What follows belongs to an exercise in optimizing a design on an open flow for small area; a production flow would make more cautious choices. Function was checked by simulation only, so behaviour that the tests miss may differ from the original. Power is estimated from default activity; no workload was simulated.

==> flow/design.v <==
package multi_channel_system_timer_pkg;
  localparam int MST_ADDR_W = 8;
  localparam logic [MST_ADDR_W-1:0] MST_MTIME_L = 8'd0;
  localparam logic [MST_ADDR_W-1:0] MST_MTIME_H = 8'd1;
  localparam logic [MST_ADDR_W-1:0] MST_CTRL    = 8'd2;
  localparam logic [MST_ADDR_W-1:0] MST_STATUS  = 8'd3;
  localparam int         MST_CH_BASE   = 4;
  localparam logic [1:0] MST_CH_CMP_L  = 2'd0;
  localparam logic [1:0] MST_CH_CMP_H  = 2'd1;
  localparam logic [1:0] MST_CH_PERIOD = 2'd2;
  localparam logic [1:0] MST_CH_CTRL   = 2'd3;
  localparam logic [63:0] MST_CMP_RESET = 64'hFFFF_FFFF_FFFF_FFFF;
  typedef struct packed {
    logic [MST_ADDR_W-1:0] raddr;
    logic [MST_ADDR_W-1:0] waddr;
    logic [31:0]           wdata;
  } sys_peripheral_t;
  typedef struct packed {
    logic ren;
    logic wen;
  } sel_t;
  typedef struct packed {
    logic [23:0] prescale;
    logic [6:0]  rsvd;
    logic        en;
  } mst_ctrl_t;
  typedef struct packed {
    logic [28:0] rsvd;
    logic        inten;
    logic        periodic;
    logic        en;
  } mst_chctrl_t;
  function automatic logic [MST_ADDR_W-3:0] mst_ch_block(input int k);
    mst_ch_block = MST_CH_BASE / 4 + k;
  endfunction
endpackage
module mst_cmp_channel
(
  input  logic        hb_clk,
  input  logic        rst,
  input  logic [63:0] mtime,
  input  logic        sel_lo,    
  input  logic        sel_hi,    
  input  logic        sel_per,   
  input  logic        sel_ctl,   
  input  logic        cmp_wr,    
  input  logic [31:0] wd_z,      
  input  logic [31:0] wd_nz,     
  input  logic [31:0] wd_no,     
  input  logic        wd_nz0,    
  input  logic        clr,       
  output logic [63:0] ncmp,
  output logic [31:0] nper,
  output logic [2:0]  chctrl,    
  output logic        pending,
  output logic        irq
);
  logic        ge;
  logic        hit;
  logic        upd;
  logic        pnz;   
  logic [31:0] t;    
  logic        cy;   
  logic [31:0] z;    
  logic [31:0] lo_nxt;
  logic [31:0] hi_nxt;
  mst_ge64 u_ge (.a(mtime), .nb(ncmp), .ge(ge));
  assign hit = chctrl[0] & ge;
  assign upd = hit & chctrl[1] & pnz & ~cmp_wr;
  mst_addcy u_cy (.nq(ncmp), .np(nper), .t(t), .cy(cy), .z(z));
  assign lo_nxt = ncmp[31:0]  ^ ({32{upd}} & t);
  assign hi_nxt = ncmp[63:32] ^ ({32{upd & ~cy}} & z);
  always_ff @(posedge hb_clk) begin
    ncmp[31:0]  <= sel_lo  ? wd_nz : lo_nxt;
    ncmp[63:32] <= sel_hi  ? wd_nz : hi_nxt;
    if (sel_per) begin
      nper <= wd_no;
      pnz  <= wd_nz0;
    end
    if (sel_ctl) chctrl <= wd_z[2:0];
  end
  always_ff @(posedge hb_clk) begin
    pending <= ~rst & ~cmp_wr & (hit | (~clr & pending));
    irq     <= ~rst & pending & chctrl[2];
  end
endmodule
module mst_ge64
(
  input  logic [63:0] a,
  input  logic [63:0] nb,
  output logic        ge
);
  logic [7:0] gt_g, ge_g;
  logic [3:0] gt1, ge1;
  logic [1:0] gt2, ge2;
  always_comb begin
    for (int j = 0; j < 8; j++) begin
      gt_g[j] = 1'b0;
      ge_g[j] = 1'b1;
      for (int i = 0; i < 8; i++) begin
        gt_g[j] = (a[8*j+i] & nb[8*j+i]) | ((a[8*j+i] | nb[8*j+i]) & gt_g[j]);
        ge_g[j] = (a[8*j+i] & nb[8*j+i]) | ((a[8*j+i] | nb[8*j+i]) & ge_g[j]);
      end
    end
    for (int j = 0; j < 4; j++) begin
      gt1[j] = gt_g[2*j+1] | (ge_g[2*j+1] & gt_g[2*j]);
      ge1[j] = gt_g[2*j+1] | (ge_g[2*j+1] & ge_g[2*j]);
    end
    for (int j = 0; j < 2; j++) begin
      gt2[j] = gt1[2*j+1] | (ge1[2*j+1] & gt1[2*j]);
      ge2[j] = gt1[2*j+1] | (ge1[2*j+1] & ge1[2*j]);
    end
    ge = gt2[1] | (ge2[1] & ge2[0]);
  end
endmodule
module mst_addcy
(
  input  logic [63:0] nq,
  input  logic [31:0] np,
  output logic [31:0] t,
  output logic        cy,
  output logic [31:0] z
);
  logic [31:0] g, p, zp;
  always_comb begin
    for (int i = 0; i < 32; i++) begin
      g[i] = nq[i] & np[i];
      p[i] = nq[i] | np[i];
    end
    g[0] = p[0];    
    for (int l = 0; l < 5; l++)
      for (int i = (2 << l) - 1; i < 32; i += (2 << l)) begin
        g[i] = g[i] | (p[i] & g[i - (1 << l)]);
        p[i] = p[i] & p[i - (1 << l)];
      end
    for (int l = 3; l >= 0; l--)
      for (int i = 3 * (1 << l) - 1; i < 32; i += (2 << l)) begin
        g[i] = g[i] | (p[i] & g[i - (1 << l)]);
        p[i] = p[i] & p[i - (1 << l)];
      end
    zp = ~nq[63:32];
    for (int l = 0; l < 5; l++)
      for (int i = (2 << l) - 1; i < 32; i += (2 << l))
        zp[i] = zp[i] & zp[i - (1 << l)];
    for (int l = 3; l >= 0; l--)
      for (int i = 3 * (1 << l) - 1; i < 32; i += (2 << l))
        zp[i] = zp[i] & zp[i - (1 << l)];
  end
  assign t  = np ^ {g[30:0], 1'b1};
  assign cy = g[31];
  assign z  = {zp[30:0], 1'b1};
endmodule
import multi_channel_system_timer_pkg::*;
module multi_channel_system_timer
#(
  parameter int NUM_CMP    = 8,
  parameter int PRESCALE_W = 8
) (
  input  logic                       hb_clk,
  input  logic                       rst,
  input  logic                       tick_src,
  input  logic [MST_ADDR_W-1:0]      bus_raddr,
  input  logic [MST_ADDR_W-1:0]      bus_waddr,
  input  logic [31:0]                bus_wdata,
  input  logic                       bus_ren,
  input  logic                       bus_wen,
  output logic [31:0]                bus_rdata,
  output logic [NUM_CMP-1:0]         irq,
  output logic                       mtimer_int
);
  logic                  tick_q;
  logic                  tick;
  logic                  inc;
  logic                  upd;
  logic [PRESCALE_W-1:0] cnt;
  logic [63:0]           mtime;
  logic [63:0]           mt_a;    
  logic                  ctrl_en;
  logic [PRESCALE_W-1:0] prescale;
  logic [31:0]           wd_z, wd_nz, wd_no;
  logic                  wr_mtime_l, wr_mtime_h, wr_ctrl, wr_status;
  logic [63:0]           ch_ncmp   [NUM_CMP];
  logic [31:0]           ch_nper   [NUM_CMP];
  logic [2:0]            ch_ctrl   [NUM_CMP];
  logic [NUM_CMP-1:0]    pending;
  logic [31:0]           rd_val;
  assign wd_z  = bus_wdata & {32{~rst}};
  assign wd_no = ~wd_z;
  assign wd_nz = ~(bus_wdata | {32{rst}});
  assign wr_mtime_l = bus_wen & (bus_waddr == MST_MTIME_L);
  assign wr_mtime_h = bus_wen & (bus_waddr == MST_MTIME_H);
  assign wr_ctrl    = bus_wen & (bus_waddr == MST_CTRL);
  assign wr_status  = bus_wen & (bus_waddr == MST_STATUS);
  assign tick = tick_src & ~tick_q;
  assign inc  = ctrl_en & tick & (cnt == prescale);
  always_ff @(posedge hb_clk) begin
    tick_q <= tick_src & ~rst;
    if (rst | wr_ctrl)         cnt <= '0;
    else if (ctrl_en && tick)  cnt <= inc ? '0 : cnt + 1'b1;
    if (rst | wr_ctrl) begin
      ctrl_en  <= wd_z[0];
      prescale <= wd_z[8 +: PRESCALE_W];
    end
  end
  assign upd = inc & ~wr_mtime_l & ~wr_mtime_h;
  mst_pre64 u_pre (.q(mtime), .p(mt_a));
  always_ff @(posedge hb_clk) begin
    mtime[31:0]  <= (rst | wr_mtime_l) ? wd_z : mtime[31:0]  ^ ({32{upd}} & mt_a[31:0]);
    mtime[63:32] <= (rst | wr_mtime_h) ? wd_z : mtime[63:32] ^ ({32{upd}} & mt_a[63:32]);
  end
  for (genvar k = 0; k < NUM_CMP; k++) begin : g_ch
    logic       ch_wsel;
    assign ch_wsel = bus_wen & (bus_waddr[MST_ADDR_W-1:2] == MST_CH_BASE / 4 + k);
    mst_cmp_channel u_ch (
      .hb_clk  (hb_clk),
      .rst     (rst),
      .mtime   (mtime),
      .sel_lo  (rst | (ch_wsel & (bus_waddr[1:0] == MST_CH_CMP_L))),
      .sel_hi  (rst | (ch_wsel & (bus_waddr[1:0] == MST_CH_CMP_H))),
      .sel_per (rst | (ch_wsel & (bus_waddr[1:0] == MST_CH_PERIOD))),
      .sel_ctl (rst | (ch_wsel & (bus_waddr[1:0] == MST_CH_CTRL))),
      .cmp_wr  (ch_wsel & ~bus_waddr[1]),
      .wd_z    (wd_z),
      .wd_nz   (wd_nz),
      .wd_no   (wd_no),
      .wd_nz0  (|wd_z),
      .clr     (wr_status & bus_wdata[k]),
      .ncmp    (ch_ncmp[k]),
      .nper    (ch_nper[k]),
      .chctrl  (ch_ctrl[k]),
      .pending (pending[k]),
      .irq     (irq[k])
    );
  end
  assign mtimer_int = irq[0];
  logic [35:0] rsel;
  logic [31:0] rterm [36];
  logic [31:0] rl1 [18];
  logic [31:0] rl2 [9];
  logic [31:0] rl3 [5];
  logic [31:0] rl4 [3];
  always_comb begin
    for (int k = 0; k < 36; k++)
      rsel[k] = ~rst & (bus_raddr == 8'(k));
    rterm[0] = mtime[31:0];
    rterm[1] = mtime[63:32];
    rterm[2] = {16'd0, prescale, 7'd0, ctrl_en};
    rterm[3] = {24'd0, pending};
    for (int k = 0; k < NUM_CMP; k++) begin
      rterm[MST_CH_BASE + 4*k + 0] = ~ch_ncmp[k][31:0];
      rterm[MST_CH_BASE + 4*k + 1] = ~ch_ncmp[k][63:32];
      rterm[MST_CH_BASE + 4*k + 2] = ~ch_nper[k];
      rterm[MST_CH_BASE + 4*k + 3] = {29'd0, ch_ctrl[k]};
    end
    for (int k = 0; k < 36; k++)
      rterm[k] = rterm[k] & {32{rsel[k]}};
    for (int k = 0; k < 18; k++) rl1[k] = rterm[2*k] | rterm[2*k+1];
    for (int k = 0; k < 9; k++)  rl2[k] = rl1[2*k] | rl1[2*k+1];
    for (int k = 0; k < 4; k++)  rl3[k] = rl2[2*k] | rl2[2*k+1];
    rl3[4] = rl2[8];
    for (int k = 0; k < 2; k++)  rl4[k] = rl3[2*k] | rl3[2*k+1];
    rl4[2] = rl3[4];
    rd_val = (rl4[0] | rl4[1]) | rl4[2];
  end
  always_ff @(posedge hb_clk) begin
    if (bus_ren | rst) bus_rdata <= rd_val;
  end
endmodule
module mst_pre64
(
  input  logic [63:0] q,
  output logic [63:0] p
);
  logic [63:0] a;
  always_comb begin
    a = q;
    for (int l = 0; l < 6; l++)
      for (int i = (2 << l) - 1; i < 64; i += (2 << l))
        a[i] = a[i] & a[i - (1 << l)];
    for (int l = 4; l >= 0; l--)
      for (int i = 3 * (1 << l) - 1; i < 64; i += (2 << l))
        a[i] = a[i] & a[i - (1 << l)];
  end
  assign p = {a[62:0], 1'b1};
endmodule
==> flow/flow/run.sh <==
#!/bin/bash
# Own layout flow: the standard ORFS flow (standard.sh) with these changes.
#  1. Synthesis is the standard script (synth_recipe.tcl sourcing ORFS synth.tcl)
#     with only the ABC mapping step changed: the adder-carry module
#     mst_addcy is kept as its own module until the final flatten and mapped
#     with flow/abc_keep.script (which keeps its prefix structure), and the
#     rest is mapped with flow/abc.script (area-oriented, no re-balancing).
#     All passes before ABC are unchanged, so the registers are the standard
#     synthesis's, with the same names and cells.
#  2. CTS runs without dummy loads, with small sink clusters.
#  3. Port buffers are buf_2 cells instead of the default delay buffers.
# Logs: make's output in run.log here; each ORFS step's log under orfs/logs/.
set -euo pipefail
W=$(pwd)
F=$W/flow

python3 - "$FLOW_HOME/scripts/synth.tcl" "$W/orfs_synth_own.tcl" "$F" <<'PY'
import sys
src, dst, f = sys.argv[1:]
s = open(src).read()
old = "  log_cmd abc {*}$abc_args\n"
assert s.count(old) == 1
new = ("  set abc_rest [lrange $abc_args 2 end]\n"
       "  log_cmd abc -script " + f + "/abc_keep.script {*}$abc_rest mst_addcy\n"
       "  log_cmd abc -script " + f + "/abc.script {*}$abc_rest $::env(DESIGN_NAME)\n")
open(dst, "w").write(s.replace(old, new))
PY
sed "s#\$::env(SCRIPTS_DIR)/synth.tcl#$W/orfs_synth_own.tcl#" "$W/synth_recipe.tcl" > "$W/own_synth.tcl"
grep -q "orfs_synth_own.tcl" "$W/own_synth.tcl"

bash "$W/standard.sh" \
  "SYNTH_SCRIPT=$W/own_synth.tcl" \
  "SYNTH_KEEP_MODULES=mst_addcy" \
  "BUFFER_PORTS_ARGS=-buffer_cell sky130_fd_sc_hd__buf_2" \
  "CTS_ARGS=-sink_clustering_enable -repair_clock_nets -dont_use_dummy_load -buf_list sky130_fd_sc_hd__clkbuf_8 -sink_clustering_size 14 -sink_clustering_max_diameter 60" \
  finish > "$W/run.log" 2>&1
==> flow/flow/abc.script <==
strash
&get -n
&st
&dch
&nf
&st
&dch
&nf
&put
topo
stime -c
==> flow/flow/abc_keep.script <==
strash
&get -n
&st
&nf
&put
topo
stime -c
==> flow/standard.sh <==
#!/bin/bash
# synth_recipe.tcl (not shown) runs the flow's synth.tcl, then flattens the netlist and writes it again
# the make line also repeats each setting of config.mk as NAME=value (left out here)
make -C /OpenROAD-flow-scripts/flow DESIGN_CONFIG=/design/flow/config.mk WORK_HOME=/design/flow/orfs CLKGATE_MAP_FILE= SYNTH_SCRIPT=/design/flow/synth_recipe.tcl "${@:-finish}"
==> flow/config.mk <==
export PLATFORM = sky130hd
export DESIGN_NAME = multi_channel_system_timer
export DESIGN_NICKNAME = multi_channel_system_timer
export VERILOG_FILES = /design/flow/design.v
export SDC_FILE = /design/flow/constraint.sdc
export NUM_CORES = 4
export LEC_CHECK = 0
export CAP_MARGIN = 20
export CORE_MARGIN = 2
export CORE_UTILIZATION = 40
export GPL_TIMING_DRIVEN = 0
export PLACE_DENSITY = 0.5
export SETUP_SLACK_MARGIN = 0.3
export SLEW_MARGIN = 20
==> flow/constraint.sdc <==
create_clock -name core_clock -period 5.0 [get_ports {hb_clk}]
set_input_delay 1.0000 -clock core_clock [delete_from_list [all_inputs] [get_ports {hb_clk}]]
set_output_delay 1.0000 -clock core_clock [all_outputs]
set_load 0.01 [all_outputs]
==> reports/qor.yml, run 1 <==
antenna_found_initial: 13
hold_violations: 0
finClkSkew_ns: 0.119
relSlewSlack_pct: 10.6
synth_cell_types: 58
h-tree-depth: 3
yosysMostFrequentCell: "o22ai_1"
core_mm2: 0.138
end_kind: "flop"
synth_ff_type: "dfxtp_1"
wl_per_cell_um: 35.2
cts_buffers: 117
fp.dieW_um: 377
grt_start_max_net_pins: 88
path_common_cell: "buf_8"
pin_count: 94
synth_edf_count: 329
drcViolationCount: 0
vdd_drop_max_v: 0.000216
seq_area_mm2: 0.0220
rsz0062_at_grt: "true"
ys_warn_count: 18
yosys.area.top_type: "dfxtp_1"
dp_hpwl_um: 227000
place_ws_ns: -1.76
synth_xor_area_share_pct: 10.6
async_reset_ff_share_pct: 0
cp.required_ns: 5.68
dr.first_iter.drc_count: 8683
dpl-instance-area_mm2: 0.0618
maxCapViolations: 0
fin_crit_sh_pct: 97.8
synthAdderAreaFrac_pct: 1.20
syn_nets: 6650
place_congestion: 0.981
grt_usage_pct: 42.3
worstPathCellList: "buf_8 -> nor2_2 -> o31a_1 -> o21ai_2 -> a222oi_1 -> o21a_2 -> o21ai_4 -> nand4_1 -> a211oi_2 -> o311ai_4 -> a2111oi_4 -> buf_6 -> buf_8 -> nor2b_4 -> buf_12 -> buf_16 -> nand2_2 -> xor2_1 -> o22ai_1"
power_mw: 14.8
fin_crit_ns: 4.89
cts.clk_slew.worst_paths_ns: 0.09
critPathMaxStageDelay_ns: 0.44
yosys-top-cells-count: "o22ai_1 (973), nand2_1 (838), dfxtp_1 (601)"
critPathArrivalTime_ns: 5.57
fin_area_mm2: 0.0648
worst_pin_slew_ns: 1.34
dieHeight_um: 377
cts_tree: "yes"
syn_area_per_cell_um2: 8.42
status: "finished clean"
core.rowCount: 136
die_area_mm2: 0.142
setup_tns_ns: 0
vias_per_cell: 7.00
leakagePower_nw: 21.5
crit_fanout: 8
firstDrtPassIters: 8
grt_pass1_vias: 55744
power_density_mw_per_mm2: 228
slew_viol_final: 0
worst_setup_path_start_kind: "flop"
layout-drive-gt1-share_pct: 10.3
initial_utilization_pct: 40.3
vias: 61884
setup_violations: 0
numClockSinks: 930
nNetsFinal: 7092
grt_pass1_wl_um: 427000
synth.area.mux_share_pct: 0
synth_compound_area_share_pct: 30.1
ctsHoldBuffers: 0
syn-instance-count: 6595
hold_slack_ns: 0.404
worst_slack_ns: 0.110
multi_input_area_mm2: 0.0347
synth_top_area_share_pct: 21.7
critPathKind: "reg2reg"
ys_seq_elements: 930
synth-simple-area-share_pct: 17.6
worst_path_max_delay_cell: "a2111oi_4"
synth_top_family_by_area: "compound AO/OA/AOI/OAI gates"
synth.area.top_cells: "dfxtp_1 (22%), edfxtp_1 (18%), o22ai_1 (11%), xor2_1 (9.1%), nand2_1 (5.7%)"
synth_area_mm2: 0.0555
fmax_ghz: 0.205
clock_latency_ns: 0.93
postRouteAntennaNets: 0
grt_overflow: 0
fill_cells: 13395
root_buffer: "clkbuf_8"
ys_seq_area_share_pct: 39.5
hold_class: "in2reg"
wirelength_um: 311000
numPortBuffers: 93
syn_to_final_growth_pct: 16.8
clock_path_buffers: 3
==> modules after synthesis (local to each module, per instance) <==
module,cell area (um^2),flip-flops and latches,times used
multi_channel_system_timer,46000,930,1
mst_addcy,1190,0,8
==> worst max-delay path, delay by kind of cell (launching register included) <==
kind            cells  cell delay (ns)
simple gates        4             0.68
xor+xnor            1             0.14
compound gates      9             2.50
buf+inv             5             0.83
flops               1             0.40
==> final timing paths <==
path,start,end,slack [ns],cells after the start
setup / recovery,mtime[1],g_ch[0].u_ch.ncmp[42],0.11,19
hold / removal,tick_src,tick_q,0.40,2
setup reg to reg,mtime[1],g_ch[0].u_ch.ncmp[42],0.11,19
hold reg to reg,g_ch[0].u_ch.pending,g_ch[0].u_ch.irq,0.50,2
==> repair_timing <==
action                     4_1_cts  5_1_grt
setup endpoints to repair      534      241
pin swaps                       42       43
gates cloned                     2        1
setup buffers                   38       17
gates resized for setup        157       96
==> layer usage <==
| layer | vias to the layer above | wire length [um] | track usage, % |
|---|---|---|---|
| li1 | 26530 | - | - |
| met3 | 1053 | 34000 | 10.4 |
| met5 | - | 26 | 0 |
| met4 | 4 | 27400 | 31.4 |
| met1 | 30202 | 116000 | 51.9 |
| met2 | 4095 | 134000 | 64.3 |
==> cell families (layout without fill, tap and decap cells) <==
logic type      count (synthesis)  count (layout)
compound gates               2605            2605
xor+xnor                      674             674
fa+ha+maj                      66              66
buf+inv                       122             562
flops                         930             930
other cells                     8              14
simple gates                 2190            2190
==> metrics by stage <==
stage / utilization, % / cells
2_1_floorplan: - / 6595
3_3_place_gp: 42.4 / 8482
3_5_place_dp: 44.9 / 8654
4_1_cts: 46.7 / 8811
5_1_grt: 47.1 / 8831
6_report: 47.1 / 8835
==> layout by cell type, fill, tap and decap left out, types with 49 or more instances in the layout <==
cell type    n
buf_4       82
nor3_1     142
buf_2       94
clkbuf_8   117
o221ai_1    58
o21ai_0    463
o22ai_1    972
nand3_1    142
xor2_1     575
dfxtp_1    543
a211oi_1    61
a22oi_1    185
o211ai_1    99
nor2_1     592
buf_12      49
nand2_1    803
buf_6       56
clkinv_1   106
nor4_1     154
maj3_1      64
a21oi_1    335
edfxtp_1   329
nand2b_1    51
xnor2_1     96
==> power by group <==
part	internal, mW	leakage (nW)	switching (mW)
sequential	8.07	8.17	0.330
clock	2.05	0.841	3.04
combinational	0.369	12.5	0.931
==> state kept, by name, summed over array words and instances, names as in the netlist <==
name               flops
mtime                 64
cnt                    8
g_ch.u_ch.chctrl      24
g_ch.u_ch.pending      8
tick_q                 1
prescale               8
bus_rdata             32
ctrl_en                1
g_ch.u_ch.ncmp       512
g_ch.u_ch.irq          8
g_ch.u_ch.nper       256
g_ch.u_ch.pnz          8
==> final cells by class <==
class                      count  area share [%]
sequential                   930            34.0
buffer                        16           0.185
clock buffer                 117            2.48
inverter                     106           0.614
multi-input combinational   5543            53.5
tap                         1794            3.46
antenna                        6          0.0232
timing repair buffer         323            5.72
==> run 2: changes to the inputs <==
==> flow/flow/abc.script (replaced) <==
strash
&get -n
&st
&dch
&nf
&put
topo
stime -c
--- a/flow/config.mk
+++ b/flow/config.mk
@@ -8,6 +8,7 @@
 export CAP_MARGIN = 20
 export CORE_MARGIN = 2
 export CORE_UTILIZATION = 40
+export GPL_ROUTABILITY_DRIVEN = 0
 export GPL_TIMING_DRIVEN = 0
 export PLACE_DENSITY = 0.5
 export SETUP_SLACK_MARGIN = 0.3
==> reports/qor.yml, run 2 <==
status: "finished clean"
cts_tree: "yes"
ys_warn_count: 18  # unchanged
grt_start_max_net_pins: 85  # -3.4%
fin_crit_ns: 4.80  # -0.0890 ns
postRouteAntennaNets: 0  # unchanged
end_kind: "flop"
reg_top3: "g_ch.u_ch.ncmp x512, g_ch.u_ch.nper x256, mtime x64"
critPathKind: "reg2reg"
worst_slack_ns: 0.200  # +0.0890 ns
grt_pass1_vias: 56824  # +1.9%
relSlewSlack_pct: 18.8  # +8.2 points
hold_slack_ns: 0.349  # -0.0549 ns
cts_buffers: 120  # +2.6%
pin_count: 94  # unchanged
worst_setup_path_start_kind: "flop"
min_path_cells: 2  # unchanged
syn_to_final_growth_pct: 14.9
firstDrtPassIters: 6  # -2
power_frac_clock_pct: 26.9  # -7.5 points
synth_ff_type: "dfxtp_1"
final_cells: 9347  # +5.8%
synth_cell_types: 63  # +8.6%
antenna_found_initial: 16  # +3
synth.area.top_cells: "dfxtp_1 (21%), edfxtp_1 (17%), o22ai_1 (8.2%), nand2_1 (6.3%), o21ai_0 (6.1%)"
reg2reg_depth: 15  # -4
yosys-top-cells-count: "nand2_1 (949), o22ai_1 (744), o21ai_0 (691)"
mostFrequentLayoutCell: "nand2_1"
setup_tns_ns: 0  # unchanged
vias_per_cell: 6.80  # -2.9%
dieHeight_um: 380  # +1.0%
root_buffer: "clkbuf_8"
leakagePower_nw: 22.8  # +6.1%
syn_nets: 7123  # +7.1%
wl_per_cell_um: 31.6  # -10%
power_frac_comb_pct: 20.6  # +12 points
fmax_ghz: 0.208  # +1.9%
rsz0062_at_grt: "false"
nNetsFinal: 7511  # +5.9%
hold_violations: 0  # unchanged
final_cell_mix: "nand2_1 (925), o22ai_1 (744), o21ai_0 (678)"
core_mm2: 0.141  # +2.5%
async_reset_ff_share_pct: 0  # unchanged
yosys.area.top_type: "dfxtp_1"
power_density_mw_per_mm2: 294  # +29%
fin_crit_sh_pct: 96.0  # -1.8 points
layout-drive-gt1-share_pct: 7.90  # -2.4 points
cts.clk_slew.worst_paths_ns: 0.08  # about the same
numPortBuffers: 93  # unchanged
h-tree-depth: 3  # unchanged
critPathArrivalTime_ns: 5.52  # -0.05 ns
maxCapViolations: 0  # unchanged
syn_area_per_cell_um2: 8.02  # -4.8%
fp.dieW_um: 380  # +1.0%
synth_top_area_share_pct: 21.2  # -0.43 points
clock_path_buffers: 3  # unchanged
seqPwrFrac_pct: 52.4  # -4.4 points
die_area_mm2: 0.145  # +2.0%
switching_share_pct: 36.7  # +7.6 points
vias: 63540  # +2.7%
slew_viol_final: 0  # unchanged
dr.first_iter.drc_count: 7557  # -13%
numClockSinks: 930  # unchanged
grt_overflow: 0  # unchanged
ctsHoldBuffers: 0  # unchanged
place_ws_ns: -1.73  # +0.0325 ns
synth_area_mm2: 0.0567  # +2.0%
largest_register_ffs: 512  # unchanged
power.internal_mw: 12.1  # +15%
grt_pass1_wl_um: 410000  # -3.8%
syn-instance-count: 7068  # +7.2%
initial_utilization_pct: 40.2  # -0.17 points
core.rowCount: 138  # +1.5%
dp_hpwl_um: 216000  # -4.8%
setup_violations: 0  # unchanged
vdd_drop_max_v: 0.000199  # -8.2%
top_register: "g_ch.u_ch.ncmp"
wirelength_um: 295000  # -5.2%
dp_cells: 9208  # +6.4%
power_mw: 19.1  # +29%
ys_seq_elements: 930  # unchanged
switchingPower_mw: 7.01  # +63%
synth_edf_count: 329  # unchanged
cp.required_ns: 5.72  # +0.04 ns
clock_latency_ns: 0.91  # -0.02 ns
crit_fanout: 19  # +11
finClkSkew_ns: 0.0852  # -0.0339 ns
grt_usage_pct: 39.0  # -3.3 points
yosysMostFrequentCell: "nand2_1"
worst_pin_slew_ns: 1.22  # -0.123 ns
ys_seq_area_share_pct: 38.7  # -0.79 points
hold_class: "in2reg"
drcViolationCount: 0  # unchanged
[run 2: cell type report]
type | count | area, um^2
timing repair buffer | 266 | 3270
buffer | 16 | 120
antenna | 3 | 7.51
tap | 1890 | 2360
fill | 14067 | 76000
clock buffer | 120 | 1650
multi-input combinational | 6020 | 35300
inverter | 102 | 383
sequential | 930 | 22000
[run 2: path summary, 6_finish.rpt]
path	from	to	slack, ns
worst max-delay path	mtime[10]	g_ch[3].u_ch.ncmp[20]	0.20
worst min-delay path	tick_src	tick_q	0.35
worst max register to register	mtime[10]	g_ch[3].u_ch.ncmp[20]	0.20
worst min register to register	cnt[1]	cnt[1]	0.52
[run 2: power groups by stage]
stage          sequential, mW  combinational [mW]  clock [mW]
4_1_cts                  9.94                3.84        5.17
3_5_place_dp             10.1                3.82           0
3_3_place_gp             10.1                3.51           0
6_report                 10.0                3.94        5.14
2_1_floorplan            9.53                2.41           0
5_1_grt                  10.1                4.22        5.42
[run 2: worst max-delay path, stage by stage, from the launching register on]
cell and delay [ns]:
dfxtp_2 0.67, o22ai_1 0.18, o21ai_0 0.28, a21oi_1 0.10, o21ai_0 0.57, a21oi_2 0.23, o211ai_1 0.74, a21oi_2 0.30
nor3_2 0.48, buf_4 0.28, buf_4 0.22, buf_4 0.22, nand2_1 0.09, xnor2_1 0.12, nand2_1 0.07, o21ai_0 0.07
[run 2: timing repair]
action / in CTS / in global routing
gates resized for setup: 53 / 36
pin swaps: 8 / 5
buffers inserted: 11 / 5
setup endpoints to repair: 422 / 203
[run 2: layer usage]
layer | vias to the layer above | GRT usage, % | wire length, um
met5 | - | 0 | 54
met4 | 10 | 28.9 | 26100
met2 | 3602 | 62.7 | 133000
met1 | 30673 | 46.8 | 109000
met3 | 1010 | 6.95 | 26600
li1 | 28245 | - | -
[run 2: kinds of logic (layout without fill, tap and decap cells)]
| family | Yosys count | in the layout | synth area share [%] |
|---|---|---|---|
| DFF | 930 | 930 | 38.7 |
| buffers and inverters | 118 | 504 | 0.888 |
| AOI/OAI and AO/OA | 2861 | 2861 | 31.3 |
| muxes | 28 | 28 | 0.495 |
| other | 8 | 11 | 0.0530 |
| xor gates and xnor gates | 397 | 397 | 6.14 |
| adders and majority gates | 67 | 67 | 1.19 |
| and+or+nand+nor | 2659 | 2659 | 21.2 |
[run 2: through the flow]
stage / utilization, % / cell area (um^2)
2_1_floorplan: - / 56800
3_3_place_gp: 42.2 / 59600
3_5_place_dp: 44.7 / 63000
4_1_cts: 46.0 / 64900
5_1_grt: 46.1 / 65100
6_report: 46.1 / 65100
[run 2: Yosys stat by module, one instance, submodules excluded]
module | copies in the design | area, um^2 | cells
multi_channel_system_timer | 1 | 47200 | 5452
mst_addcy | 8 | 1190 | 202
==> run 3: changes to the inputs <==
--- a/flow/config.mk
+++ b/flow/config.mk
@@ -8,7 +8,6 @@
 export CAP_MARGIN = 20
 export CORE_MARGIN = 2
 export CORE_UTILIZATION = 40
-export GPL_ROUTABILITY_DRIVEN = 0
 export GPL_TIMING_DRIVEN = 0
 export PLACE_DENSITY = 0.5
 export SETUP_SLACK_MARGIN = 0.3
==> reports/qor.yml, run 3 <==
critPathMaxStageDelay_ns: 0.70  # -0.04 ns
initial_utilization_pct: 40.2  # unchanged
worst_slack_ns: 0.196  # -0.00382 ns
reg_top3: "g_ch.u_ch.ncmp x512, g_ch.u_ch.nper x256, mtime x64"
die_area_mm2: 0.145  # unchanged
wirelength_um: 295000  # about the same
place_congestion: 0.970
layout-drive-gt1-share_pct: 7.89  # -0.011 points
end_kind: "flop"
fin_crit_ns: 4.80  # +0.00382 ns
yosys-top-cells-count: "nand2_1 (949), o22ai_1 (744), o21ai_0 (691)"
ctsHoldBuffers: 0  # unchanged
nNetsFinal: 7509  # -0.027%
cts_buffers: 117  # -2.5%
postRouteAntennaNets: 0  # unchanged
cp_top_family: "compound AO/OA/AOI/OAI gates"
path_common_cell: "buf_4"
numClockSinks: 930  # unchanged
worst_path_max_delay_cell: "o211ai_1"
dr.first_iter.drc_count: 7481  # -1.0%
numPortBuffers: 93  # unchanged
ys_warn_count: 18  # unchanged
grt_pass1_wl_um: 413000  # +0.53%
vias_per_cell: 6.75  # -0.72%
largest_register_ffs: 512  # unchanged
place_ws_ns: -1.64  # +0.0856 ns
fp.dieW_um: 380  # unchanged
wl_per_cell_um: 31.6  # about the same
cp-startpoint: "mtime[2]"
critPathKind: "reg2reg"
setup_violations: 0  # unchanged
status: "finished clean"
cts.clk_slew.worst_paths_ns: 0.09  # about the same
core.rowCount: 138  # unchanged
worst-path-buf-inv: 3  # unchanged
hold_violations: 0  # unchanged
syn_area_per_cell_um2: 8.02  # unchanged
grt_overflow: 0  # unchanged
syn_nets: 7123  # unchanged
critPathArrivalTime_ns: 5.54  # +0.02 ns
ys_seq_area_share_pct: 38.7  # unchanged
hold_class: "in2reg"
leakagePower_nw: 22.7  # -0.20%
clock_latency_ns: 0.91  # about the same
ys_seq_elements: 930  # unchanged
relSlewSlack_pct: 15.1  # -3.7 points
r2r_end: "g_ch[3].u_ch.ncmp[22]"
reg2reg_depth: 15  # unchanged
cts_tree: "yes"
cp.required_ns: 5.73  # about the same
fill_cells: 14117  # +0.36%
syn-instance-count: 7068  # unchanged
finClkSkew_ns: 0.0711  # -0.0141 ns
dieHeight_um: 380  # unchanged
syn_to_final_growth_pct: 14.7
mostFrequentLayoutCell: "nand2_1"
firstDrtPassIters: 7  # +1
rr_startpoint: "mtime[2]"
vdd_drop_max_v: 0.000218  # +9.8%
final_cell_mix: "nand2_1 (925), o22ai_1 (744), o21ai_0 (676)"
yosysMostFrequentCell: "nand2_1"
pin_count: 94  # unchanged
top_register: "g_ch.u_ch.ncmp"
dp_hpwl_um: 215000  # -0.34%
final_cells: 9349  # +0.021%
synth_ff_type: "dfxtp_1"
reg2reg_slack_ns: 0.20  # about the same
clock_path_buffers: 3  # unchanged
synth_edf_count: 329  # unchanged
yosys.area.top_type: "dfxtp_1"
antenna_found_initial: 12  # -4
grt_pass1_vias: 57193  # +0.65%
core_mm2: 0.141  # unchanged
power_density_mw_per_mm2: 293  # about the same
h-tree-depth: 3  # unchanged
synth_top_area_share_pct: 21.2  # unchanged
grt_usage_pct: 39.2  # +0.15 points
rsz0062_at_grt: "true"
worstPathCellList: "nor2_1 -> o311ai_1 -> a222oi_1 -> o311ai_2 -> a21oi_2 -> o211ai_1 -> a21oi_2 -> nor3_2 -> buf_4 -> buf_4 -> buf_4 -> nand2_1 -> xnor2_1 -> nand2_1 -> o21ai_0"
vias: 63099  # -0.69%
slew_viol_final: 0  # unchanged
drcViolationCount: 0  # unchanged
worst_pin_slew_ns: 1.27  # +0.0556 ns
fin_crit_sh_pct: 96.1  # about the same
async_reset_ff_share_pct: 0  # unchanged
dp_cells: 9202  # -0.065%
synth_cell_types: 63  # unchanged
synth.area.top_cells: "dfxtp_1 (21%), edfxtp_1 (17%), o22ai_1 (8.2%), nand2_1 (6.3%), o21ai_0 (6.1%)"
synth_area_mm2: 0.0567  # unchanged
crit_fanout: 21  # +2
crit_path_end: "g_ch[3].u_ch.ncmp[22]"
fmax_ghz: 0.208  # about the same
grt_start_max_net_pins: 85  # unchanged
worst_setup_path_start_kind: "flop"
root_buffer: "clkbuf_8"
worst-path-stages: 15  # unchanged
maxCapViolations: 0  # unchanged
[run 3: cell types whose count changed in the layout (fill, tap and decap cells not counted), moves of 4 or more]
| cell | change |
|---|---|
| buf_16 | -4 |
| dfxtp_4 | +4 |
| buf_6 | -4 |
| dfxtp_2 | -6 |
| diode_2 | +4 |
| buf_4 | +7 |
[run 3: where the power goes]
part           switching (mW)  internal (mW)
Combinational            2.44           1.50
Clock                    3.07           2.05
Sequential               1.52           8.49
Total                    7.03           12.0
[run 3: logic make-up after synthesis]
kind of cell,Yosys count,share of synthesized area [%]
AO/OA/AOI/OAI,2861,31.3
other,8,0.0530
AND/OR/NAND/NOR,2659,21.2
multiplexers,28,0.495
XOR/XNOR,397,6.14
flip-flops,930,38.7
buffers and inverters,118,0.888
adder cells (fa/ha/maj),67,1.19
[run 3: repair_timing]
| action | 4_1_cts | 5_1_grt |
|---|---|---|
| gates resized for setup | 64 | 34 |
| pin swaps | 9 | 5 |
| setup endpoints to repair | 475 | 186 |
| setup buffers | 19 | 4 |
[run 3: worst min-delay path by stage]
stage          depth (start not counted)  slack (ns)                    to            startpoint
3_3_place_gp                           2        0.49  g_ch[5].u_ch.pending  g_ch[5].u_ch.pending
3_5_place_dp                           1        0.49                cnt[7]                cnt[7]
2_1_floorplan                          2        0.42      g_ch[3].u_ch.irq  g_ch[3].u_ch.pending
4_1_cts                                2        0.31                tick_q              tick_src
5_1_grt                                2        0.34                tick_q              tick_src
6_report                               2        0.34                tick_q              tick_src
[run 3: per-layer routing]
layer	global-route usage [%]	vias up	wire, um
met5	0	-	9
met4	29.0	2	26200
met2	62.5	3526	133000
met3	7.60	951	27100
li1	-	28216	-
met1	46.9	30404	109000
[run 3: modules after synthesis, one instance, submodules excluded]
module	cells inside	cell area, um^2	copies in the design	flops+latches
multi_channel_system_timer	5452	47200	1	930
mst_addcy	202	1190	8	0
[run 3: layout make-up]
| class | count | area, um^2 | area share [%] |
|---|---|---|---|
| plain buffers | 16 | 120 | 0.185 |
| clock buffers | 117 | 1610 | 2.48 |
| diodes | 7 | 17.5 | 0.0270 |
| multi-input cells | 6020 | 35300 | 54.3 |
| flip-flops and latches | 930 | 22000 | 33.8 |
| well taps | 1890 | 2360 | 3.64 |
| inverters | 102 | 383 | 0.589 |
| repair buffers | 267 | 3190 | 4.91 |
[run 3: metrics by stage]
step	util [%]	setup TNS [ns]	cell area, um^2	hold WS, ns	total power, mW
after global placement	42.2	-2790.45	59600	0.489	13.6
after floorplan	-	-9.34	56800	0.422	11.9
final	46.1	0	65000	0.339	19.1
after CTS	45.9	0	64800	0.305	18.9
after detailed placement	44.6	-240.59	62900	0.491	13.9
after global routing	46.1	0	65000	0.341	19.7
==> run 4: changes to the inputs <==
--- a/flow/config.mk
+++ b/flow/config.mk
@@ -10,5 +10,5 @@
 export CORE_UTILIZATION = 40
 export GPL_TIMING_DRIVEN = 0
 export PLACE_DENSITY = 0.5
-export SETUP_SLACK_MARGIN = 0.3
+export SETUP_SLACK_MARGIN = 0.15
 export SLEW_MARGIN = 20
==> reports/qor.yml, run 4 <==
status: "finished clean"
synth_ff_type: "dfxtp_1"
grt_start_max_net_pins: 77  # -9.4%
hold_violations: 0  # unchanged
worst_slack_ns: 0.143  # -0.0527 ns
rsz0062_at_grt: "false"
maxCapViolations: 0  # unchanged
crit_fanout: 11  # -48%
synth_cell_types: 63  # unchanged
relSlewSlack_pct: 14.4  # -0.73 points
grt_pass1_wl_um: 411000  # -0.29%
fin_crit_sh_pct: 97.1  # +1.1 points
finClkSkew_ns: 0.0709  # -0.000124 ns
critPathKind: "reg2reg"
worst_setup_path_start_kind: "flop"
numClockSinks: 930  # unchanged
dr.first_iter.drc_count: 7742  # +3.5%
drcViolationCount: 0  # unchanged
core.rowCount: 138  # unchanged
critPathArrivalTime_ns: 5.60  # +0.06 ns
post-route-util_pct: 46.0  # -0.095 points
end_kind: "flop"
nNetsFinal: 7507  # -0.027%
pin_count: 94  # unchanged
dieHeight_um: 380  # unchanged
postRouteAntennaNets: 0  # unchanged
grt_usage_pct: 39.2  # about the same
setup_violations: 0  # unchanged
core_mm2: 0.141  # unchanged
slew_viol_final: 0  # unchanged
largest_register_ffs: 512  # unchanged
yosysMostFrequentCell: "nand2_1"
vdd_drop_max_v: 0.000195  # -11%
place_congestion: 0.998  # +2.9%
root_buffer: "clkbuf_8"
initial_utilization_pct: 40.2  # unchanged
synth_area_mm2: 0.0567  # unchanged
rr_startpoint: "mtime[0]"
antenna_found_initial: 11  # -1
power_frac_clock_pct: 26.7  # -0.2 points
fin_crit_ns: 4.86  # +0.0527 ns
cts_buffers: 115  # -1.7%
mostFrequentLayoutCell: "nand2_1"
fp.dieW_um: 380  # unchanged
fmax_ghz: 0.206  # -1.1%
vias_per_cell: 6.80  # +0.81%
firstDrtPassIters: 8  # +1
leakagePower_nw: 22.7  # -0.15%
dp_cells: 9203  # +0.011%
top_register: "g_ch.u_ch.ncmp"
cp.required_ns: 5.74  # about the same
synth_edf_count: 329  # unchanged
grt_overflow: 0  # unchanged
final_cell_mix: "nand2_1 (925), o22ai_1 (744), o21ai_0 (680)"
power_frac_comb_pct: 20.7  # about the same
power_density_mw_per_mm2: 293  # about the same
vias: 63583  # +0.77%
switching_share_pct: 36.9  # about the same
grt_pass1_vias: 56299  # -1.6%
dpl-instance-area_mm2: 0.0629  # about the same
cts_tree: "yes"
seqPwrFrac_pct: 52.6  # about the same
synth.area.top_cells: "dfxtp_1 (21%), edfxtp_1 (17%), o22ai_1 (8.2%), nand2_1 (6.3%), o21ai_0 (6.1%)"
clock_path_buffers: 3  # unchanged
ys_seq_elements: 930  # unchanged
worst_pin_slew_ns: 1.28  # +0.0103 ns
place_ws_ns: -1.62  # +0.0220 ns
async_reset_ff_share_pct: 0  # unchanged
reg_top3: "g_ch.u_ch.ncmp x512, g_ch.u_ch.nper x256, mtime x64"
hold_start: "tick_src"
setup_tns_ns: 0  # unchanged
synth_top_area_share_pct: 21.2  # unchanged
syn_area_per_cell_um2: 8.02  # unchanged
layout-drive-gt1-share_pct: 7.70  # -0.19 points
hold_class: "in2reg"
switchingPower_mw: 7.02  # -0.18%
h-tree-depth: 3  # unchanged
syn_to_final_growth_pct: 14.5
ys_warn_count: 18  # unchanged
syn_nets: 7123  # unchanged
die_area_mm2: 0.145  # unchanged
wl_per_cell_um: 31.8  # +0.62%
yosys.area.top_type: "dfxtp_1"
yosys-top-cells-count: "nand2_1 (949), o22ai_1 (744), o21ai_0 (691)"
dp_hpwl_um: 215000  # about the same
numPortBuffers: 93  # unchanged
wirelength_um: 297000  # +0.57%
power.internal_mw: 12.0  # -0.30%
cp-startpoint: "mtime[0]"
cts.clk_slew.worst_paths_ns: 0.10  # about the same
fin_area_mm2: 0.0649  # -0.21%
syn-instance-count: 7068  # unchanged
final_cells: 9345  # -0.043%
clock_latency_ns: 0.90  # about the same
ys_seq_area_share_pct: 38.7  # unchanged
-- run 4: power groups by stage --
stage	clock (mW)	combinational [mW]	sequential, mW
final	5.07	3.94	10.0
after global routing	5.34	4.22	10.1
after CTS	5.09	3.84	9.93
after detailed placement	0	3.81	10.1
after global placement	0	3.52	10.1
after floorplan	0	2.41	9.53
-- run 4: routing by layer --
layer | GRT usage (%) | vias up | routed length, um
met5 | 0 | - | 13
met4 | 29.3 | 2 | 26800
met3 | 7.72 | 981 | 28600
met2 | 62.5 | 3729 | 133000
met1 | 46.7 | 30638 | 109000
li1 | - | 28233 | -
-- run 4: logic make-up (layout without fill, tap and decap cells) --
| logic type | Yosys count | count (layout) | share of synthesized area [%] |
|---|---|---|---|
| mux | 28 | 28 | 0.495 |
| simple gates | 2659 | 2659 | 21.2 |
| xor+xnor | 397 | 397 | 6.14 |
| flops | 930 | 930 | 38.7 |
| buf+inv | 118 | 500 | 0.888 |
| other cells | 8 | 13 | 0.0530 |
| compound gates | 2861 | 2861 | 31.3 |
| fa+ha+maj | 67 | 67 | 1.19 |
-- run 4: timing repair --
item                       CTS  global route
setup endpoints to repair  431           192
setup buffers               16             5
pin swaps                   10             4
resized for setup           38            30
hold buffers                 0             0
-- run 4: path summary, 6_finish.rpt --
check / endpoint / slack (ns) / depth (start not counted)
worst max-delay path: g_ch[3].u_ch.ncmp[20] / 0.14 / 15
worst min-delay path: tick_q / 0.37 / 2
worst max register to register: g_ch[3].u_ch.ncmp[20] / 0.14 / 15
worst min register to register: cnt[7] / 0.51 / 1
-- run 4: critical path, stage by stage (launching register included) --
cell	delay, ns
dfxtp_2	0.57
a211oi_1	0.11
o311ai_1	0.51
a222oi_1	0.26
o311ai_0	0.44
a21oi_1	0.36
o211ai_1	0.70
a21oi_2	0.31
nor3_2	0.35
buf_4	0.27
buf_4	0.22
buf_4	0.21
nand2_1	0.08
xnor2_1	0.12
nand2_1	0.07
o21ai_0	0.07
-- run 4: metrics by stage --
stage | hold slack, ns | total power, mW
2_1_floorplan | 0.422 | 11.9
3_3_place_gp | 0.501 | 13.6
3_5_place_dp | 0.504 | 13.9
4_1_cts | 0.316 | 18.9
5_1_grt | 0.399 | 19.6
6_report | 0.370 | 19.0
-- run 4: layout make-up --
cell class                 instances  area [um^2]
timing repair buffer             267         3180
multi-input combinational       6020        35200
tap                             1890         2360
fill                           14025        76200
buffer                            16          120
inverter                         102          383
antenna                            5         12.5
clock buffer                     115         1580
sequential                       930        22000
-- run 4: modules after synthesis (local to each module, per instance) --
| module | times used | cells | area [um^2] |
|---|---|---|---|
| mst_addcy | 8 | 202 | 1190 |
| multi_channel_system_timer | 1 | 5452 | 47200 |
==> run 5: changes to the inputs <==
--- a/flow/flow/run.sh
+++ b/flow/flow/run.sh
@@ -8,7 +8,6 @@
 #     All passes before ABC are unchanged, so the registers are the standard
 #     synthesis's, with the same names and cells.
 #  2. CTS runs without dummy loads, with small sink clusters.
-#  3. Port buffers are buf_2 cells instead of the default delay buffers.
 # Logs: make's output in run.log here; each ORFS step's log under orfs/logs/.
 set -euo pipefail
 W=$(pwd)
@@ -31,6 +30,5 @@
 bash "$W/standard.sh" \
   "SYNTH_SCRIPT=$W/own_synth.tcl" \
   "SYNTH_KEEP_MODULES=mst_addcy" \
-  "BUFFER_PORTS_ARGS=-buffer_cell sky130_fd_sc_hd__buf_2" \
-  "CTS_ARGS=-sink_clustering_enable -repair_clock_nets -dont_use_dummy_load -buf_list sky130_fd_sc_hd__clkbuf_8 -sink_clustering_size 14 -sink_clustering_max_diameter 60" \
+  "CTS_ARGS=-sink_clustering_enable -repair_clock_nets -dont_use_dummy_load -buf_list sky130_fd_sc_hd__clkbuf_8 -sink_clustering_size 16 -sink_clustering_max_diameter 75" \
   finish > "$W/run.log" 2>&1
--- a/flow/config.mk
+++ b/flow/config.mk
@@ -10,5 +10,5 @@
 export CORE_UTILIZATION = 40
 export GPL_TIMING_DRIVEN = 0
 export PLACE_DENSITY = 0.5
-export SETUP_SLACK_MARGIN = 0.15
+export SETUP_SLACK_MARGIN = 0.2
 export SLEW_MARGIN = 20
==> reports/qor.yml, run 5 <==
firstDrtPassIters: 8  # unchanged
cp_top_family: "compound AO/OA/AOI/OAI gates"
slew_viol_final: 0  # unchanged
cts_tree: "yes"
place_congestion: 1.01  # +0.76%
synth_ff_type: "dfxtp_1"
fin_crit_ns: 4.89  # +0.0303 ns
numPortBuffers: 93  # unchanged
seqPwrFrac_pct: 54.0  # +1.4 points
power.internal_mw: 11.6  # -3.0%
worst_slack_ns: 0.113  # -0.0303 ns
worst_path_max_delay_cell: "a211oi_2"
synthAdderAreaFrac_pct: 1.19  # unchanged
status: "finished clean"
fmax_ghz: 0.205  # -0.62%
route.met2.wl_um: 133000  # +0.46%
ys_seq_elements: 930  # unchanged
synth.area.top_cells: "dfxtp_1 (21%), edfxtp_1 (17%), o22ai_1 (8.2%), nand2_1 (6.3%), o21ai_0 (6.1%)"
worstPathCellList: "o22ai_1 -> a311o_1 -> a31oi_1 -> o21ai_0 -> a211oi_2 -> o21ai_0 -> a41oi_2 -> o2111ai_1 -> nor3_4 -> buf_8 -> buf_8 -> a21oi_1 -> a311o_1 -> o21ai_0"
final_cell_mix: "nand2_1 (925), o22ai_1 (744), o21ai_0 (675)"
met3_length_um: 27600  # -3.5%
setup_tns_ns: 0  # unchanged
relSlewSlack_pct: 18.1  # +3.8 points
die_area_mm2: 0.145  # unchanged
hold_slack_ns: 0.518  # +0.148 ns
synth_cell_types: 63  # unchanged
syn_to_final_growth_pct: 15.0
critPathMaxStageDelay_ns: 0.62  # -0.08 ns
clock_latency_ns: 0.89  # about the same
worst-path-buf-inv: 2  # -1
maxCapViolations: 0  # unchanged
end_kind: "flop"
critPathArrivalTime_ns: 5.65  # +0.05 ns
switchingPower_mw: 6.89  # -1.8%
finClkSkew_ns: 0.0873  # +0.0164 ns
worst_pin_slew_ns: 1.23  # -0.0565 ns
yosysMostFrequentCell: "nand2_1"
grt_overflow: 0  # unchanged
synth.area.mux_share_pct: 0.495  # unchanged
cts.clk_slew.worst_paths_ns: 0.11  # about the same
crit_fanout: 18  # +7
initial_utilization_pct: 40.2  # unchanged
cp.required_ns: 5.76  # +0.02 ns
grt_pass1_wl_um: 415000  # +0.92%
place_ws_ns: -1.77  # -0.143 ns
synth_edf_count: 329  # unchanged
ys_seq_area_share_pct: 38.7  # unchanged
reg2reg_depth: 14  # -1
worst_setup_path_start_kind: "flop"
grt_pass1_vias: 57005  # +1.3%
clock_path_buffers: 3  # unchanged
synth_top_family_by_area: "compound AO/OA/AOI/OAI gates"
post-route-util_pct: 46.2  # +0.22 points
syn_nets: 7123  # unchanged
numClockSinks: 930  # unchanged
dpl-instance-area_mm2: 0.0634  # +0.83%
power_frac_clock_pct: 24.5  # -2.2 points
synth_top_area_share_pct: 21.2  # unchanged
vias: 63029  # -0.87%
postRouteAntennaNets: 0  # unchanged
synth_xor_area_share_pct: 6.14  # unchanged
critPathKind: "reg2reg"
cts_buffers: 91  # -21%
dr.first_iter.drc_count: 7556  # -2.4%
drcViolationCount: 0  # unchanged
fp.dieW_um: 380  # unchanged
power_frac_comb_pct: 21.5  # +0.8 points
wirelength_um: 298000  # +0.34%
hold_violations: 0  # unchanged
rsz0062_at_grt: "false"
synth_area_mm2: 0.0567  # unchanged
mostFrequentLayoutCell: "nand2_1"
antenna_found_initial: 9  # -2
async_reset_ff_share_pct: 0  # unchanged
h-tree-depth: 3  # unchanged
core.rowCount: 138  # unchanged
wl_met1_um: 110000  # +0.62%
reg_top3: "g_ch.u_ch.ncmp x512, g_ch.u_ch.nper x256, mtime x64"
min_path_cells: 2  # unchanged
core_mm2: 0.141  # unchanged
vdd_drop_max_v: 0.000233  # +20%
grt_start_max_net_pins: 85  # +10%
power_density_mw_per_mm2: 284  # -3.0%
worst-path-stages: 14  # -1
dp_hpwl_um: 217000  # +0.87%
syn_area_per_cell_um2: 8.02  # unchanged
top_register: "g_ch.u_ch.ncmp"
grt_usage_pct: 39.5  # +0.34 points
switching_share_pct: 37.2  # +0.28 points
hold_class: "reg2reg"
setup_violations: 0  # unchanged
wl_per_cell_um: 31.9  # +0.48%
yosys-top-cells-count: "nand2_1 (949), o22ai_1 (744), o21ai_0 (691)"
dieHeight_um: 380  # unchanged
fin_area_mm2: 0.0652  # +0.49%
root_buffer: "clkbuf_8"
syn-instance-count: 7068  # unchanged
fin_crit_sh_pct: 97.7  # +0.61 points
yosys.area.top_type: "dfxtp_1"
vias_per_cell: 6.75  # -0.73%
synth-simple-area-share_pct: 21.2  # unchanged
ys_warn_count: 18  # unchanged
pin_count: 94  # unchanged
layout-drive-gt1-share_pct: 6.43  # -1.3 points
synth_compound_area_share_pct: 31.3  # unchanged
highest_layer: "met4"
path_common_cell: "o21ai_0"
nNetsFinal: 7494  # -0.17%
leakagePower_nw: 22.6  # -0.44%
largest_register_ffs: 512  # unchanged
run 5: final cells by class:
type	instances	area [um^2]
diodes	5	12.5
plain buffers	16	120
clock buffers	91	1250
fillers	13904	75900
inverters	102	383
multi-input cells	6021	35300
flip-flops and latches	930	22000
well taps	1890	2360
repair buffers	277	3760
run 5: per-layer routing:
metal | vias up | global-route usage [%]
met5 | - | 0
li1 | 28228 | -
met1 | 30379 | 46.8
met2 | 3442 | 62.9
met3 | 980 | 7.94
met4 | 0 | 30.5
run 5: power by group through the flow:
stage / combinational, mW / sequential, mW / clock (mW)
5_1_grt: 4.28 / 10.1 / 4.79
3_3_place_gp: 3.58 / 10.1 / 0
3_5_place_dp: 3.87 / 10.1 / 0
4_1_cts: 3.89 / 9.94 / 4.59
6_report: 3.99 / 10.0 / 4.53
2_1_floorplan: 2.41 / 9.53 / 0
run 5: worst register-to-register path, delay by kind of cell (launching register included):
family | cells | cell delay, ns
compound gates | 11 | 3.47
flops | 1 | 0.57
buf+inv | 2 | 0.45
simple gates | 1 | 0.30
run 5: per-module statistics from Yosys (local to each module, per instance):
module | times used | flip-flops and latches | cells | area (um^2)
multi_channel_system_timer | 1 | 930 | 5452 | 47200
mst_addcy | 8 | 0 | 202 | 1190
run 5: worst paths after layout:
check / to / slack (ns) / start
max: g_ch[1].u_ch.ncmp[41] / 0.11 / mtime[0]
min: g_ch[5].u_ch.pending / 0.52 / g_ch[5].u_ch.pending
max reg2reg: g_ch[1].u_ch.ncmp[41] / 0.11 / mtime[0]
min reg2reg: g_ch[5].u_ch.pending / 0.52 / g_ch[5].u_ch.pending
run 5: cells by family (layout without fill, tap and decap cells):
logic type / Yosys count / after routing
AOI/OAI and AO/OA: 2861 / 2861
other: 8 / 13
adders and majority gates: 67 / 67
xor gates and xnor gates: 397 / 397
DFF: 930 / 930
muxes: 28 / 28
buffers and inverters: 118 / 486
and+or+nand+nor: 2659 / 2660
run 5: timing repair:
item                                    in CTS  in global routing
setup buffers                               21                  9
pin swaps                                   13                  6
gates cloned                                 1                  0
gates resized for setup                     55                 39
endpoints found under the setup margin     464                230
hold buffers                                 0                  0
run 5: per-stage QoR:
stage | std cells | power, mW
after global placement | 9051 | 13.7
final | 9332 | 18.5
after detailed placement | 9205 | 14.0
after CTS | 9318 | 18.4
after floorplan | 7068 | 11.9
after global routing | 9329 | 19.2
==> run 6: changes to the inputs <==
--- a/flow/flow/run.sh
+++ b/flow/flow/run.sh
@@ -8,6 +8,7 @@
 #     All passes before ABC are unchanged, so the registers are the standard
 #     synthesis's, with the same names and cells.
 #  2. CTS runs without dummy loads, with small sink clusters.
+#  3. Port buffers are buf_2 cells instead of the default delay buffers.
 # Logs: make's output in run.log here; each ORFS step's log under orfs/logs/.
 set -euo pipefail
 W=$(pwd)
@@ -30,5 +31,6 @@
 bash "$W/standard.sh" \
   "SYNTH_SCRIPT=$W/own_synth.tcl" \
   "SYNTH_KEEP_MODULES=mst_addcy" \
+  "BUFFER_PORTS_ARGS=-buffer_cell sky130_fd_sc_hd__buf_2" \
   "CTS_ARGS=-sink_clustering_enable -repair_clock_nets -dont_use_dummy_load -buf_list sky130_fd_sc_hd__clkbuf_8 -sink_clustering_size 16 -sink_clustering_max_diameter 75" \
   finish > "$W/run.log" 2>&1
--- a/flow/config.mk
+++ b/flow/config.mk
@@ -10,5 +10,5 @@
 export CORE_UTILIZATION = 40
 export GPL_TIMING_DRIVEN = 0
 export PLACE_DENSITY = 0.5
-export SETUP_SLACK_MARGIN = 0.2
+export SETUP_SLACK_MARGIN = 0.3
 export SLEW_MARGIN = 20
==> reports/qor.yml, run 6 <==
status: "finished clean"
synth_cell_types: 63  # unchanged
numPortBuffers: 93  # unchanged
rsz0062_at_grt: "true"
crit_fanout: 29  # +11
clock_latency_ns: 0.89  # about the same
fp.dieW_um: 380  # unchanged
wl_per_cell_um: 31.6  # -0.93%
yosysMostFrequentCell: "nand2_1"
syn_area_per_cell_um2: 8.02  # unchanged
place_ws_ns: -1.64  # +0.121 ns
syn-instance-count: 7068  # unchanged
vias_per_cell: 6.76  # +0.14%
dp_hpwl_um: 215000  # -0.86%
top_register: "g_ch.u_ch.ncmp"
numClockSinks: 930  # unchanged
dieHeight_um: 380  # unchanged
postRouteAntennaNets: 0  # unchanged
grt_pass1_vias: 56906  # -0.17%
die_area_mm2: 0.145  # unchanged
hold_violations: 0  # unchanged
core.rowCount: 138  # unchanged
yosys.area.top_type: "dfxtp_1"
h-tree-depth: 3  # unchanged
grt_pass1_wl_um: 412000  # -0.64%
dpl-instance-area_mm2: 0.0629  # -0.84%
worst_pin_slew_ns: 1.30  # +0.0769 ns
fin_crit_sh_pct: 94.8  # -3.0 points
setup_tns_ns: 0  # unchanged
layout-drive-gt1-share_pct: 7.53  # +1.1 points
mostFrequentLayoutCell: "nand2_1"
grt_start_max_net_pins: 85  # unchanged
synth_ff_type: "dfxtp_1"
drcViolationCount: 0  # unchanged
initial_utilization_pct: 40.2  # unchanged
cts.clk_slew.worst_paths_ns: 0.10  # about the same
relSlewSlack_pct: 13.1  # -5.1 points
syn_nets: 7123  # unchanged
critPathArrivalTime_ns: 5.46  # -0.19 ns
clock_path_buffers: 3  # unchanged
cp.required_ns: 5.72  # -0.04 ns
end_kind: "flop"
finClkSkew_ns: 0.0924  # +0.00509 ns
synth_edf_count: 329  # unchanged
setup_violations: 0  # unchanged
wirelength_um: 295000  # -1.1%
fin_crit_ns: 4.74  # -0.148 ns
pin_count: 94  # unchanged
maxCapViolations: 0  # unchanged
fmax_ghz: 0.211  # +3.1%
async_reset_ff_share_pct: 0  # unchanged
ctsHoldBuffers: 0  # unchanged
core_mm2: 0.141  # unchanged
critPathKind: "reg2reg"
largest_register_ffs: 512  # unchanged
place_congestion: 0.970  # -3.6%
reg_top3: "g_ch.u_ch.ncmp x512, g_ch.u_ch.nper x256, mtime x64"
final_cell_mix: "nand2_1 (925), o22ai_1 (744), o21ai_0 (676)"
dr.first_iter.drc_count: 7254  # -4.0%
cts_buffers: 90  # -1.1%
worst_setup_path_start_kind: "flop"
power_density_mw_per_mm2: 286  # +0.54%
synth_area_mm2: 0.0567  # unchanged
cts_tree: "yes"
synth_top_area_share_pct: 21.2  # unchanged
nNetsFinal: 7480  # -0.19%
slew_viol_final: 0  # unchanged
fill_cells: 14092  # +1.4%
vdd_drop_max_v: 0.000231  # -1.1%
ys_seq_area_share_pct: 38.7  # unchanged
grt_usage_pct: 39.2  # -0.34 points
syn_to_final_growth_pct: 14.0
synth.area.top_cells: "dfxtp_1 (21%), edfxtp_1 (17%), o22ai_1 (8.2%), nand2_1 (6.3%), o21ai_0 (6.1%)"
vias: 63031  # +0.0032%
fin_area_mm2: 0.0646  # -0.90%
ys_seq_elements: 930  # unchanged
yosys-top-cells-count: "nand2_1 (949), o22ai_1 (744), o21ai_0 (691)"
antenna_found_initial: 14  # +5
leakagePower_nw: 22.5  # -0.34%
worst_slack_ns: 0.261  # +0.148 ns
firstDrtPassIters: 8  # unchanged
hold_class: "in2reg"
grt_overflow: 0  # unchanged
ys_warn_count: 18  # unchanged
root_buffer: "clkbuf_8"
run 6: kinds of logic (layout without fill, tap and decap cells):
kind of cell,count (synthesis),in the layout,synth area share [%]
buf+inv,118,473,0.888
fa+ha+maj,67,67,1.19
mux,28,28,0.495
xor+xnor,397,397,6.14
other cells,8,14,0.0530
compound gates,2861,2861,31.3
flops,930,930,38.7
simple gates,2659,2659,21.2
run 6: layout make-up:
class | count | area (um^2) | area share, %
clock buffer | 90 | 1240 | 1.92
tap | 1890 | 2360 | 3.66
multi-input combinational | 6020 | 35300 | 54.7
timing repair buffer | 265 | 3170 | 4.90
sequential | 930 | 22000 | 34.0
buffer | 16 | 120 | 0.186
inverter | 102 | 383 | 0.593
antenna | 6 | 15.0 | 0.0232
run 6: worst paths after layout:
kind                           from                    end  slack, ns  cells past startpoint
max                       mtime[16]  g_ch[5].u_ch.ncmp[24]       0.26                     13
max reg2reg               mtime[16]  g_ch[5].u_ch.ncmp[24]       0.26                     13
min reg2reg  g_ch[6].u_ch.chctrl[2]       g_ch[6].u_ch.irq       0.50                      2
min                        tick_src                 tick_q       0.38                      2
run 6: Yosys stat by module, one instance, submodules excluded:
module | cell area (um^2) | copies in the design | cells inside | flops+latches
multi_channel_system_timer | 47200 | 1 | 5452 | 930
mst_addcy | 1190 | 8 | 202 | 0
run 6: repair_timing:
action | CTS | global route
gates resized for setup | 60 | 38
pin swaps | 9 | 4
setup buffers | 18 | 3
setup endpoints to repair | 476 | 197
run 6: worst max-delay path, cell delays in order, from the launching register on:
cell	delay (ns)
dfxtp_1	0.89
a22o_1	0.24
a21oi_1	0.09
o21ai_0	0.41
a22oi_1	0.25
nor3_2	0.68
o311a_1	0.31
o2111ai_2	0.38
nor2_4	0.51
buf_16	0.23
buf_12	0.20
nand2_1	0.10
xor2_1	0.18
mux2i_1	0.10
run 6: power breakdown:
part | total (mW) | switching [mW] | internal [mW]
logic | 3.94 | 2.44 | 1.50
registers | 10.0 | 1.52 | 8.48
clock network | 4.53 | 2.93 | 1.60
total | 18.5 | 6.88 | 11.6
run 6: routing by layer:
metal  GRT usage [%]  up-vias  share of wire [%]  wire (um)
li1                -    28167                  -          -
met1            46.9    30596                 37     109000
met2            63.0     3370                 45     133000
met3            7.64      894                9.3      27400
met4            27.7        4                8.6      25400
met5               0        -             0.0092         27
run 6: per-stage QoR:
stage / hold WS, ns / cells / utilization (%) / total power, mW
after global placement: 0.489 / 9051 / 42.2 / 13.6
after detailed placement: 0.491 / 9202 / 44.6 / 13.9
final: 0.383 / 9319 / 45.8 / 18.5
after CTS: 0.340 / 9310 / 45.7 / 18.3
after floorplan: 0.422 / 7068 / - / 11.9
after global routing: 0.378 / 9317 / 45.8 / 19.1

separate check: timing with driven ports:
How much do the figures lean on ideal ports? The routed layouts below were timed once more, with nothing changed but the port constraints. Step 1 (the two cells are an assumption about what drives the block):
set clk [get_ports {hb_clk}]
set_driving_cell -lib_cell sky130_fd_sc_hd__clkbuf_16 $clk
set_driving_cell -lib_cell sky130_fd_sc_hd__buf_2 [delete_from_list [all_inputs] $clk]
Step 2, shift: input delay + t, output delay - t, t = (earliest + latest rising clock arrival at the registers) / 2. This alone moves slack from input paths to output paths. Three values: no drivers, after step 1, after step 2; two values: the first two.
run	t (ns)	setup slack, ns	latest minus earliest clock arrival (ns)	worst register clock-pin slew, ns	cell pins on the clock port's net
run 1	0.949	0.110 / 0.111 / -0.795	0.119 / 0.119	0.10 / 0.10	1
run 2	0.939	0.200 / 0.200 / -0.537	0.085 / 0.085	0.10 / 0.10	1
run 3	0.950	0.196 / 0.196 / -0.439	0.071 / 0.071	0.10 / 0.10	1
run 4	0.945	0.143 / 0.143 / -0.489	0.072 / 0.072	0.10 / 0.10	1
run 5	0.919	0.113 / 0.113 / -0.556	0.088 / 0.088	0.12 / 0.12	1
run 6	0.919	0.261 / 0.261 / -0.394	0.093 / 0.093	0.12 / 0.12	1
With both steps, setup timing fails in every run listed, where it was met with ideal ports. The setup slack of run 1, which loses most, moves by +0.001 ns with the drivers and by -0.905 ns with both steps.
